From an optimization exercise on the open Yosys and OpenROAD flow, aimed at small area and a short achievable clock period; shortcuts taken in it are not production practice. Function was checked by simulation only, so behaviour that the tests miss may differ from the original. No activity file was given, so power comes from the tool's default toggle rates.

==> run P <==
==> flow/design.v <==
`default_nettype none
module sim_clock_gen
(
    input  logic       ep50trig,
    input  logic       reset_global,
    input  logic [15:0]  trig,
    input  logic [15:0] rate_word,
    output logic            sim_tick,
    output logic            spindle_tick
);
    localparam int TRIG_RATE = 7;
    localparam logic [17:0] DEFAULT_HALF_CNT = 18'd500;
    logic [17:0] half_cnt;
    logic [18:0] period_cnt;
    logic [18:0] period_last;
    logic                       rate_load;
    assign rate_load = trig[TRIG_RATE];
    always_ff @(posedge ep50trig or posedge reset_global)
    begin
        if (reset_global)
            half_cnt <= DEFAULT_HALF_CNT;
        else if (rate_load)
            half_cnt <= 18'(rate_word);
    end
    assign period_last = {half_cnt, 1'b1};
    always_ff @(posedge ep50trig or posedge reset_global)
    begin
        if (reset_global)
            period_cnt <= '0;
        else if (rate_load)
            period_cnt <= '0;
        else if (sim_tick)
            period_cnt <= '0;
        else
            period_cnt <= period_cnt + 1'b1;
    end
    assign sim_tick = (period_cnt == period_last);
    assign spindle_tick = (period_cnt == {1'b0, half_cnt});
endmodule
`default_nettype wire
`default_nettype none
module length_waveform
(
    input  logic        ep50trig,
    input  logic        reset_global,
    input  logic        reset_sim,
    input  logic        pipe_write,
    input  logic [15:0] pipe_data,
    input  logic        sim_tick,
    output logic [31:0] muscle_len,
    output logic        lce_valid
);
    localparam int DEPTH = 256;
    localparam int E     = 8;            
    localparam int NI    = DEPTH / E;    
    localparam int HK    = 4;            
    localparam int RK    = 8;            
    localparam int PK    = 4;            
    logic        have_low;
    logic [15:0] low_half;
    logic [8:0]  stored_cnt;
    logic [7:0]  rd_addr;
    logic [7:0]  ph;
    logic [31:0] wdata;
    logic        pair_done;
    logic        wr;
    logic [7:0]  wa;
    logic        replay_step;
    logic        rd_last;
    logic [8:0]  win_b;
    assign wdata       = {pipe_data, low_half};
    assign pair_done   = pipe_write && have_low;
    assign wr          = pair_done && (stored_cnt < 9'(DEPTH)) && !reset_sim;
    assign wa          = stored_cnt[7:0];
    assign replay_step = sim_tick && (stored_cnt != '0);
    assign rd_last     = ((9'(rd_addr) + 1'b1) == stored_cnt);
    assign win_b       = (rd_addr < 8'(HK)) ? 9'(HK) : {1'b0, rd_addr};
    logic [31:0]  ring [DEPTH];
    logic [NI-1:0] ins_en;
    logic [31:0]  ins_data;
    logic [31:0]  dins [NI];
    always_comb
        for (int j = 0; j < NI; j++)
            dins[j] = ins_en[j] ? ins_data : ring[E*j + 1];
    always_ff @(posedge ep50trig)
        for (int p = 0; p < DEPTH; p++)
            if (p % E == 0)
                ring[p] <= dins[p / E];
            else
                ring[p] <= ring[(p + 1) % DEPTH];
    logic [PK-1:0] pb_v;
    logic          pb_a2 [PK];
    logic [4:0]    pb_j  [PK];
    logic [31:0]   pb_d  [PK];
    logic [7:0]  ph1;
    logic [1:0]  ins_i;
    logic        ins_go;
    logic [7:0]  wx;
    assign ph1      = ph + 8'd1;
    assign ins_i    = ph1[1:0];
    assign ins_go   = pb_v[ins_i] && (pb_a2[ins_i] == ph1[2]);
    assign ins_data = pb_d[ins_i];
    assign wx       = wa - ph - 8'd2;
    always_comb
    begin
        ins_en = '0;
        if (ins_go)
            ins_en[pb_j[ins_i]] = 1'b1;
    end
    always_ff @(posedge ep50trig)
        if (wr && wa >= 8'(HK))
        begin
            pb_d[wa[1:0]]  <= wdata;
            pb_a2[wa[1:0]] <= wa[2];
            pb_j[wa[1:0]]  <= wx[7:3];
        end
    always_ff @(posedge ep50trig or posedge reset_global)
        if (reset_global)
            pb_v <= '0;
        else if (reset_sim)
            pb_v <= '0;
        else
            for (int i = 0; i < PK; i++)
                if (wr && wa >= 8'(HK) && wa[1:0] == 2'(i))
                    pb_v[i] <= 1'b1;
                else if (ins_go && ins_i == 2'(i))
                    pb_v[i] <= 1'b0;
    logic [31:0] head [HK];
    logic [31:0] rq   [RK];
    logic [8:0]  cap_a;
    logic [4:0]  cap_j;
    logic [8:0]  nxt_a;
    logic [7:0]  nxt_x;
    assign nxt_a = win_b + 9'((ph + 8'd2 - win_b[7:0]) & 8'd7);
    assign nxt_x = nxt_a[7:0] - ph - 8'd2;
    always_ff @(posedge ep50trig)
    begin
        cap_a <= nxt_a;
        cap_j <= nxt_x[7:3];
    end
    logic byp;
    logic cap_ok;
    assign byp    = wr && wa >= 8'(HK) && (9'(wa) < win_b + 9'(RK));
    assign cap_ok = (cap_a >= win_b) && (cap_a < stored_cnt);
    always_ff @(posedge ep50trig)
    begin
        if (wr && wa < 8'(HK))
            head[wa[1:0]] <= wdata;
        for (int k = 0; k < RK; k++)
            if (byp && wa[2:0] == 3'(k))
                rq[k] <= wdata;
            else if (cap_ok && cap_a[2:0] == 3'(k))
                rq[k] <= dins[cap_j];
    end
    always_ff @(posedge ep50trig)
        if (pipe_write && !have_low)
            low_half <= pipe_data;
    always_ff @(posedge ep50trig or posedge reset_global)
        if (reset_global)
            ph <= '0;
        else
            ph <= ph + 8'd1;
    always_ff @(posedge ep50trig or posedge reset_global)
    begin
        if (reset_global)
        begin
            have_low   <= 1'b0;
            stored_cnt <= '0;
            rd_addr    <= '0;
            lce_valid  <= 1'b0;
            muscle_len <= '0;
        end
        else if (reset_sim)
        begin
            have_low   <= 1'b0;
            stored_cnt <= '0;
            rd_addr    <= '0;
            lce_valid  <= 1'b0;
            muscle_len <= '0;
        end
        else
        begin
            if (pipe_write)
                have_low <= !have_low;
            if (wr)
                stored_cnt <= stored_cnt + 1'b1;
            if (replay_step)
            begin
                muscle_len <= (rd_addr < 8'(HK)) ? head[rd_addr[1:0]] : rq[rd_addr[2:0]];
                lce_valid  <= 1'b1;
                if (rd_last)
                    rd_addr <= '0;
                else
                    rd_addr <= rd_addr + 1'b1;
            end
        end
    end
endmodule
`default_nettype wire
`default_nettype none
module spi_frame_tx
(
    input  logic   ep50trig,
    input  logic   reset_global,
    input  logic   sim_tick,
    input  logic [31:0] muscle_len,
    output logic        sck,
    output logic        mosi,
    output logic        ssel
);
    localparam int FRAME_BITS = 32;
    localparam int SPI_CLK_DIV = 13;
    typedef enum logic [1:0] {
        TX_IDLE,
        TX_SHIFT,
        TX_GAP
    } tx_state_t;
    tx_state_t state;
    logic [31:0]    shift_reg;
    logic [4:0]  div_cnt;
    logic [5:0]  bit_cnt;
    logic      div_done;
    assign div_done = (div_cnt == 5'(SPI_CLK_DIV - 1));
    always_ff @(posedge ep50trig or posedge reset_global)
    begin
        if (reset_global)
        begin
            state   <= TX_IDLE;
            sck     <= 1'b0;
            mosi    <= 1'b0;
            ssel    <= 1'b1;
            div_cnt <= '0;
            bit_cnt <= '0;
        end
        else
        begin
            case (state)
                TX_IDLE:
                begin
                    if (sim_tick)
                    begin
                        state   <= TX_SHIFT;
                        ssel    <= 1'b0;
                        mosi    <= muscle_len[FRAME_BITS-1];
                        div_cnt <= '0;
                        bit_cnt <= '0;
                    end
                end
                TX_SHIFT:
                begin
                    if (div_done)
                    begin
                        div_cnt <= '0;
                        sck     <= !sck;
                        if (sck)
                        begin
                            if (bit_cnt == 6'(FRAME_BITS - 1))
                            begin
                                state <= TX_GAP;
                                mosi  <= 1'b0;
                            end
                            else
                            begin
                                bit_cnt <= bit_cnt + 1'b1;
                                mosi    <= shift_reg[FRAME_BITS-2];
                            end
                        end
                    end
                    else
                        div_cnt <= div_cnt + 1'b1;
                end
                TX_GAP:
                begin
                    if (div_done)
                    begin
                        state   <= TX_IDLE;
                        ssel    <= 1'b1;
                        div_cnt <= '0;
                    end
                    else
                        div_cnt <= div_cnt + 1'b1;
                end
                default:
                    state <= TX_IDLE;
            endcase
        end
    end
    always_ff @(posedge ep50trig)
    begin
        if (state == TX_IDLE && sim_tick)
            shift_reg <= muscle_len;
        else if (state == TX_SHIFT && div_done && sck)
            shift_reg <= {shift_reg[FRAME_BITS-2:0], 1'b0};
    end
endmodule
`default_nettype wire
`default_nettype none
module rate_receiver
(
    input  logic ep50trig,
    input  logic reset_global,
    input  logic reset_sim,
    input  logic sck,
    input  logic mosi,
    input  logic ssel,
    input  logic spindle_tick,
    input  logic sim_tick,
    output logic [31:0]    rawfr_ia
);
    localparam int FRAME_BITS = 32;
    logic [1:0] sck_sync;
    logic [1:0] ssel_sync;
    logic [1:0] mosi_sync;
    logic       sck_prev;
    logic       sck_rise;
    logic       frame_active;
    logic [31:0]     shift_reg;
    logic [31:0]     shift_next;
    logic [5:0]   bit_cnt;
    logic       last_bit;
    logic [31:0]     rx_word;
    logic [31:0]     rx_safe;
    always_ff @(posedge ep50trig or posedge reset_global)
    begin
        if (reset_global)
        begin
            sck_sync  <= 2'b00;
            sck_prev  <= 1'b0;
            ssel_sync <= 2'b11;
        end
        else
        begin
            sck_sync  <= {sck_sync[0], sck};
            sck_prev  <= sck_sync[1];
            ssel_sync <= {ssel_sync[0], ssel};
        end
    end
    always_ff @(posedge ep50trig)
        mosi_sync <= {mosi_sync[0], mosi};
    assign sck_rise     = sck_sync[1] && !sck_prev;
    assign frame_active = !ssel_sync[1];
    assign shift_next = {shift_reg[FRAME_BITS-2:0], mosi_sync[1]};
    assign last_bit   = (bit_cnt == 6'(FRAME_BITS - 1));
    always_ff @(posedge ep50trig)
    begin
        if (frame_active && sck_rise)
            shift_reg <= shift_next;
    end
    always_ff @(posedge ep50trig or posedge reset_global)
    begin
        if (reset_global)
        begin
            bit_cnt <= '0;
            rx_word <= '0;
        end
        else if (!frame_active)
            bit_cnt <= '0;
        else if (sck_rise)
        begin
            if (last_bit)
            begin
                bit_cnt <= '0;
                rx_word <= shift_next;
            end
            else
                bit_cnt <= bit_cnt + 1'b1;
        end
    end
    always_ff @(posedge ep50trig or posedge reset_global)
    begin
        if (reset_global)
        begin
            rx_safe  <= '0;
            rawfr_ia <= '0;
        end
        else if (reset_sim)
        begin
            rx_safe  <= '0;
            rawfr_ia <= '0;
        end
        else
        begin
            if (spindle_tick)
                rx_safe <= rx_word;
            if (sim_tick)
                rawfr_ia <= rx_safe;
        end
    end
endmodule
`default_nettype wire
`default_nettype none
module limb_link_top
(
    input  logic       ep50trig,
    input  logic       reset_global,
    input  logic       reset_sim,
    input  logic [15:0]  trig,
    input  logic [15:0] rate_word,
    input  logic       pipe_write,
    input  logic [15:0] pipe_data,
    input  logic       spi_in_sck,
    input  logic       spi_in_mosi,
    input  logic       spi_in_ssel,
    output logic            spi_out_sck,
    output logic            spi_out_mosi,
    output logic            spi_out_ssel,
    output logic [31:0]          muscle_len,
    output logic            lce_valid,
    output logic [31:0]          rawfr_ia
);
    logic sim_tick;
    logic spindle_tick;
    sim_clock_gen clock_gen_i (
        .ep50trig     (ep50trig),
        .reset_global (reset_global),
        .trig         (trig),
        .rate_word    (rate_word),
        .sim_tick     (sim_tick),
        .spindle_tick (spindle_tick)
    );
    length_waveform waveform_i (
        .ep50trig     (ep50trig),
        .reset_global (reset_global),
        .reset_sim    (reset_sim),
        .pipe_write   (pipe_write),
        .pipe_data    (pipe_data),
        .sim_tick     (sim_tick),
        .muscle_len   (muscle_len),
        .lce_valid    (lce_valid)
    );
    spi_frame_tx spi_tx_i (
        .ep50trig     (ep50trig),
        .reset_global (reset_global),
        .sim_tick     (sim_tick),
        .muscle_len   (muscle_len),
        .sck          (spi_out_sck),
        .mosi         (spi_out_mosi),
        .ssel         (spi_out_ssel)
    );
    rate_receiver rate_rx_i (
        .ep50trig     (ep50trig),
        .reset_global (reset_global),
        .reset_sim    (reset_sim),
        .sck          (spi_in_sck),
        .mosi         (spi_in_mosi),
        .ssel         (spi_in_ssel),
        .spindle_tick (spindle_tick),
        .sim_tick     (sim_tick),
        .rawfr_ia     (rawfr_ia)
    );
endmodule
`default_nettype wire
==> flow/run.sh <==
#!/bin/bash
# synth_recipe.tcl (not shown) runs the flow's synth.tcl, then flattens the netlist and writes it again
# the make line also repeats each setting of config.mk as NAME=value (left out here)
make -C /OpenROAD-flow-scripts/flow DESIGN_CONFIG=/design/flow/config.mk WORK_HOME=/design/flow/orfs CLKGATE_MAP_FILE= SYNTH_SCRIPT=/design/flow/synth_recipe.tcl finish
==> flow/config.mk <==
export PLATFORM = sky130hd
export DESIGN_NAME = limb_link_top
export DESIGN_NICKNAME = limb_link_top
export VERILOG_FILES = /design/flow/design.v
export SDC_FILE = /design/flow/constraint.sdc
export NUM_CORES = 4
export LEC_CHECK = 0
export CAP_MARGIN = 20
export CORE_MARGIN = 2
export CORE_UTILIZATION = 35
export SLEW_MARGIN = 20
export SYNTH_MEMORY_MAX_BITS = 16384
==> flow/constraint.sdc <==
create_clock -name core_clock -period 5.5 [get_ports {ep50trig}]
set_input_delay 1.1000 -clock core_clock [delete_from_list [all_inputs] [get_ports {ep50trig}]]
set_output_delay 1.1000 -clock core_clock [all_outputs]
set_load 0.01 [all_outputs]
==> run F (differences from run P) <==
--- a/flow/design.v
+++ b/flow/design.v
@@ -1,20 +1,21 @@
 `default_nettype none
 module sim_clock_gen
 (
-    input  logic       ep50trig,
-    input  logic       reset_global,
-    input  logic [15:0]  trig,
+    input  logic        ep50trig,
+    input  logic        reset_global,
+    input  logic [15:0] trig,
     input  logic [15:0] rate_word,
-    output logic            sim_tick,
-    output logic            spindle_tick
+    output logic        sim_tick,
+    output logic        spindle_tick
 );
     localparam int TRIG_RATE = 7;
     localparam logic [17:0] DEFAULT_HALF_CNT = 18'd500;
     logic [17:0] half_cnt;
     logic [18:0] period_cnt;
-    logic [18:0] period_last;
-    logic                       rate_load;
+    logic [18:0] cnt_inc;
+    logic        rate_load;
     assign rate_load = trig[TRIG_RATE];
+    assign cnt_inc   = period_cnt + 1'b1;
     always_ff @(posedge ep50trig or posedge reset_global)
     begin
         if (reset_global)
@@ -22,20 +23,38 @@
         else if (rate_load)
             half_cnt <= 18'(rate_word);
     end
-    assign period_last = {half_cnt, 1'b1};
     always_ff @(posedge ep50trig or posedge reset_global)
     begin
         if (reset_global)
             period_cnt <= '0;
-        else if (rate_load)
+        else if (rate_load || sim_tick)
             period_cnt <= '0;
+        else
+            period_cnt <= cnt_inc;
+    end
+    always_ff @(posedge ep50trig or posedge reset_global)
+    begin
+        if (reset_global)
+        begin
+            sim_tick     <= 1'b0;
+            spindle_tick <= 1'b0;
+        end
+        else if (rate_load)
+        begin
+            sim_tick     <= 1'b0;
+            spindle_tick <= (rate_word == '0);
+        end
         else if (sim_tick)
-            period_cnt <= '0;
+        begin
+            sim_tick     <= 1'b0;
+            spindle_tick <= (half_cnt == '0);
+        end
         else
-            period_cnt <= period_cnt + 1'b1;
+        begin
+            sim_tick     <= (period_cnt == {half_cnt, 1'b0});
+            spindle_tick <= (cnt_inc == {1'b0, half_cnt});
+        end
     end
-    assign sim_tick = (period_cnt == period_last);
-    assign spindle_tick = (period_cnt == {1'b0, half_cnt});
 endmodule
 `default_nettype wire
 `default_nettype none
@@ -61,24 +80,21 @@
     logic [8:0]  stored_cnt;
     logic [7:0]  rd_addr;
     logic [7:0]  ph;
+    logic        not_empty;      
+    logic        rd_last;        
+    logic [8:0]  win_b;          
     logic [31:0] wdata;
-    logic        pair_done;
     logic        wr;
     logic [7:0]  wa;
     logic        replay_step;
-    logic        rd_last;
-    logic [8:0]  win_b;
     assign wdata       = {pipe_data, low_half};
-    assign pair_done   = pipe_write && have_low;
-    assign wr          = pair_done && (stored_cnt < 9'(DEPTH)) && !reset_sim;
+    assign wr          = pipe_write && have_low && !stored_cnt[8] && !reset_sim;
     assign wa          = stored_cnt[7:0];
-    assign replay_step = sim_tick && (stored_cnt != '0);
-    assign rd_last     = ((9'(rd_addr) + 1'b1) == stored_cnt);
-    assign win_b       = (rd_addr < 8'(HK)) ? 9'(HK) : {1'b0, rd_addr};
-    logic [31:0]  ring [DEPTH];
+    assign replay_step = sim_tick && not_empty;
+    logic [31:0]   ring [DEPTH];
     logic [NI-1:0] ins_en;
-    logic [31:0]  ins_data;
-    logic [31:0]  dins [NI];
+    logic [31:0]   ins_data;
+    logic [31:0]   dins [NI];
     always_comb
         for (int j = 0; j < NI; j++)
             dins[j] = ins_en[j] ? ins_data : ring[E*j + 1];
@@ -92,56 +108,82 @@
     logic          pb_a2 [PK];
     logic [4:0]    pb_j  [PK];
     logic [31:0]   pb_d  [PK];
-    logic [7:0]  ph1;
-    logic [1:0]  ins_i;
-    logic        ins_go;
+    logic [7:0]  ph2;
+    logic [1:0]  i2;
+    logic        w_now;
+    logic        pb_now;
+    logic        wpb;
     logic [7:0]  wx;
-    assign ph1      = ph + 8'd1;
-    assign ins_i    = ph1[1:0];
-    assign ins_go   = pb_v[ins_i] && (pb_a2[ins_i] == ph1[2]);
-    assign ins_data = pb_d[ins_i];
-    assign wx       = wa - ph - 8'd2;
-    always_comb
-    begin
-        ins_en = '0;
-        if (ins_go)
-            ins_en[pb_j[ins_i]] = 1'b1;
-    end
+    assign ph2    = ph + 8'd2;
+    assign i2     = ph2[1:0];
+    assign wx     = wa - ph2;
+    assign w_now  = wr && wa >= 8'(HK) && wa[2:0] == ph2[2:0];
+    assign pb_now = pb_v[i2] && (pb_a2[i2] == ph2[2]);
+    assign wpb    = wr && wa >= 8'(HK) && !w_now;
     always_ff @(posedge ep50trig)
-        if (wr && wa >= 8'(HK))
+    begin
+        if (wpb)
         begin
             pb_d[wa[1:0]]  <= wdata;
             pb_a2[wa[1:0]] <= wa[2];
             pb_j[wa[1:0]]  <= wx[7:3];
         end
+        ins_data <= w_now ? wdata : pb_d[i2];
+    end
     always_ff @(posedge ep50trig or posedge reset_global)
         if (reset_global)
-            pb_v <= '0;
+        begin
+            pb_v   <= '0;
+            ins_en <= '0;
+        end
         else if (reset_sim)
-            pb_v <= '0;
+        begin
+            pb_v   <= '0;
+            ins_en <= '0;
+        end
         else
+        begin
             for (int i = 0; i < PK; i++)
-                if (wr && wa >= 8'(HK) && wa[1:0] == 2'(i))
+                if (wpb && wa[1:0] == 2'(i))
                     pb_v[i] <= 1'b1;
-                else if (ins_go && ins_i == 2'(i))
+                else if (pb_now && i2 == 2'(i))
                     pb_v[i] <= 1'b0;
+            for (int j = 0; j < NI; j++)
+                ins_en[j] <= (w_now && wx[7:3] == 5'(j)) || (pb_now && pb_j[i2] == 5'(j));
+        end
     logic [31:0] head [HK];
     logic [31:0] rq   [RK];
+    logic        wrap_now;
+    logic [7:0]  u_b;
+    logic [7:0]  u_h;
+    logic [8:0]  a_b;
+    logic [8:0]  a_h;
     logic [8:0]  cap_a;
     logic [4:0]  cap_j;
-    logic [8:0]  nxt_a;
-    logic [7:0]  nxt_x;
-    assign nxt_a = win_b + 9'((ph + 8'd2 - win_b[7:0]) & 8'd7);
-    assign nxt_x = nxt_a[7:0] - ph - 8'd2;
+    logic [8:0]  xb_a;
+    logic        xb_v;
+    logic [31:0] xb;
+    assign wrap_now = replay_step && rd_last;
+    assign u_b      = win_b[7:0] - ph + 8'd5;
+    assign u_h      = 8'(HK + 5) - ph;
+    assign a_b      = win_b + 9'((ph + 8'd2 - win_b[7:0]) & 8'd7);
+    assign a_h      = 9'(HK) + 9'((ph + 8'd2 - 8'(HK)) & 8'd7);
     always_ff @(posedge ep50trig)
     begin
-        cap_a <= nxt_a;
-        cap_j <= nxt_x[7:3];
+        cap_a <= wrap_now ? a_h : a_b;
+        cap_j <= wrap_now ? u_h[7:3] : u_b[7:3];
+        xb_a  <= cap_a;
+        xb    <= dins[cap_j];
     end
+    always_ff @(posedge ep50trig or posedge reset_global)
+        if (reset_global)
+            xb_v <= 1'b0;
+        else
+            xb_v <= !reset_sim && (cap_a < stored_cnt);
     logic byp;
     logic cap_ok;
     assign byp    = wr && wa >= 8'(HK) && (9'(wa) < win_b + 9'(RK));
-    assign cap_ok = (cap_a >= win_b) && (cap_a < stored_cnt);
+    assign cap_ok = xb_v && (xb_a >= win_b) && (xb_a < win_b + 9'(RK));
     always_ff @(posedge ep50trig)
     begin
         if (wr && wa < 8'(HK))
@@ -149,8 +191,8 @@
         for (int k = 0; k < RK; k++)
             if (byp && wa[2:0] == 3'(k))
                 rq[k] <= wdata;
-            else if (cap_ok && cap_a[2:0] == 3'(k))
-                rq[k] <= dins[cap_j];
+            else if (cap_ok && xb_a[2:0] == 3'(k))
+                rq[k] <= xb;
     end
     always_ff @(posedge ep50trig)
         if (pipe_write && !have_low)
@@ -160,13 +202,36 @@
             ph <= '0;
         else
             ph <= ph + 8'd1;
+    logic [7:0] rd_inc;
+    logic       rd2_is_n;
+    logic       n_is_1;
+    logic       last_nxt;
+    logic [7:0] rd_nxt;
+    assign rd_inc   = rd_addr + 8'd1;
+    assign rd2_is_n = (9'(rd_addr) + 9'd2 == stored_cnt);
+    assign n_is_1   = (stored_cnt == 9'd1);
+    always_comb
+    begin
+        rd_nxt   = rd_addr;
+        last_nxt = rd_last;
+        if (replay_step)
+        begin
+            rd_nxt   = rd_last ? 8'd0 : rd_inc;
+            last_nxt = rd_last ? (n_is_1 && !wr) : (rd2_is_n && !wr);
+        end
+        else if (wr)
+            last_nxt = !not_empty;
+    end
     always_ff @(posedge ep50trig or posedge reset_global)
     begin
         if (reset_global)
         begin
             have_low   <= 1'b0;
             stored_cnt <= '0;
+            not_empty  <= 1'b0;
             rd_addr    <= '0;
+            rd_last    <= 1'b0;
+            win_b      <= 9'(HK);
             lce_valid  <= 1'b0;
             muscle_len <= '0;
         end
@@ -174,7 +239,10 @@
         begin
             have_low   <= 1'b0;
             stored_cnt <= '0;
+            not_empty  <= 1'b0;
             rd_addr    <= '0;
+            rd_last    <= 1'b0;
+            win_b      <= 9'(HK);
             lce_valid  <= 1'b0;
             muscle_len <= '0;
         end
@@ -183,15 +251,17 @@
             if (pipe_write)
                 have_low <= !have_low;
             if (wr)
+            begin
                 stored_cnt <= stored_cnt + 1'b1;
+                not_empty  <= 1'b1;
+            end
+            rd_addr <= rd_nxt;
+            rd_last <= last_nxt;
+            win_b   <= (rd_nxt < 8'(HK)) ? 9'(HK) : {1'b0, rd_nxt};
             if (replay_step)
             begin
                 muscle_len <= (rd_addr < 8'(HK)) ? head[rd_addr[1:0]] : rq[rd_addr[2:0]];
                 lce_valid  <= 1'b1;
-                if (rd_last)
-                    rd_addr <= '0;
-                else
-                    rd_addr <= rd_addr + 1'b1;
             end
         end
     end
--- a/flow/config.mk
+++ b/flow/config.mk
@@ -5,8 +5,12 @@
 export SDC_FILE = /design/flow/constraint.sdc
 export NUM_CORES = 4
 export LEC_CHECK = 0
+export ABC_AREA = 1
 export CAP_MARGIN = 20
 export CORE_MARGIN = 2
-export CORE_UTILIZATION = 35
+export CORE_UTILIZATION = 55
+export CTS_CLUSTER_DIAMETER = 80
+export CTS_CLUSTER_SIZE = 25
+export SETUP_SLACK_MARGIN = 2.0
 export SLEW_MARGIN = 20
 export SYNTH_MEMORY_MAX_BITS = 16384
==> run summary <==
Between run P and run F, the lower non-clock buffer count is in run F (gap 884).
Of run F and run P, run P has the higher wire length (gap 28%, measured against run P).
Run P reached the layout checks and failed them: negative setup slack. Run F passed the timing, design-rule and antenna checks.
Between run P and run F, the lower count of clock-buffer cells in the layout is in run F (gap 659).
In run F the register-to-register slack is better than in run P, by 2100 ps.
Between run F and run P, the lower critical path depth is in run F (gap 5).
In run F the clock power is smaller than in run P, by 43%.
Against run P, the global-route usage of run F is higher by 3.1 points.
Of run F and run P, run P has the higher via count (gap about 11%, measured against run P).
Of run F and run P, run P has the higher first-iteration DRC count (gap about 38%, measured against run P).
Of run F and run P, run F has the higher sequential share of layout area (gap 10 points).
Sequential power: run P is smaller than run F (about 1%).

==> re-timing with driven ports <==
No port has a modelled driver above. Below, the same layouts with a new extraction and two added sets of constraints. Step 1 assumes that a clkbuf_16 drives the clock port and a buf_2 every other input. Step 2 times the ports against the registers' clock, not the clock port: input delays grow and output delays shrink by t, the midpoint of the rising clock arrivals with the driver on. Three values: no drivers, after step 1, after step 2; two values: the first two.
run | t (ns) | setup WS [ns] | worst setup path after step 2 | pins driven straight from the clock port
run P | 1.215 | -0.088 / -0.088 / -0.088 | register to register | 1
run F | 1.096 | 2.021 / 2.021 / 1.117 | input to register | 1
For run F, which loses most, drivers alone change the setup slack by 0.000 ns; drivers and shift together by -0.904 ns.
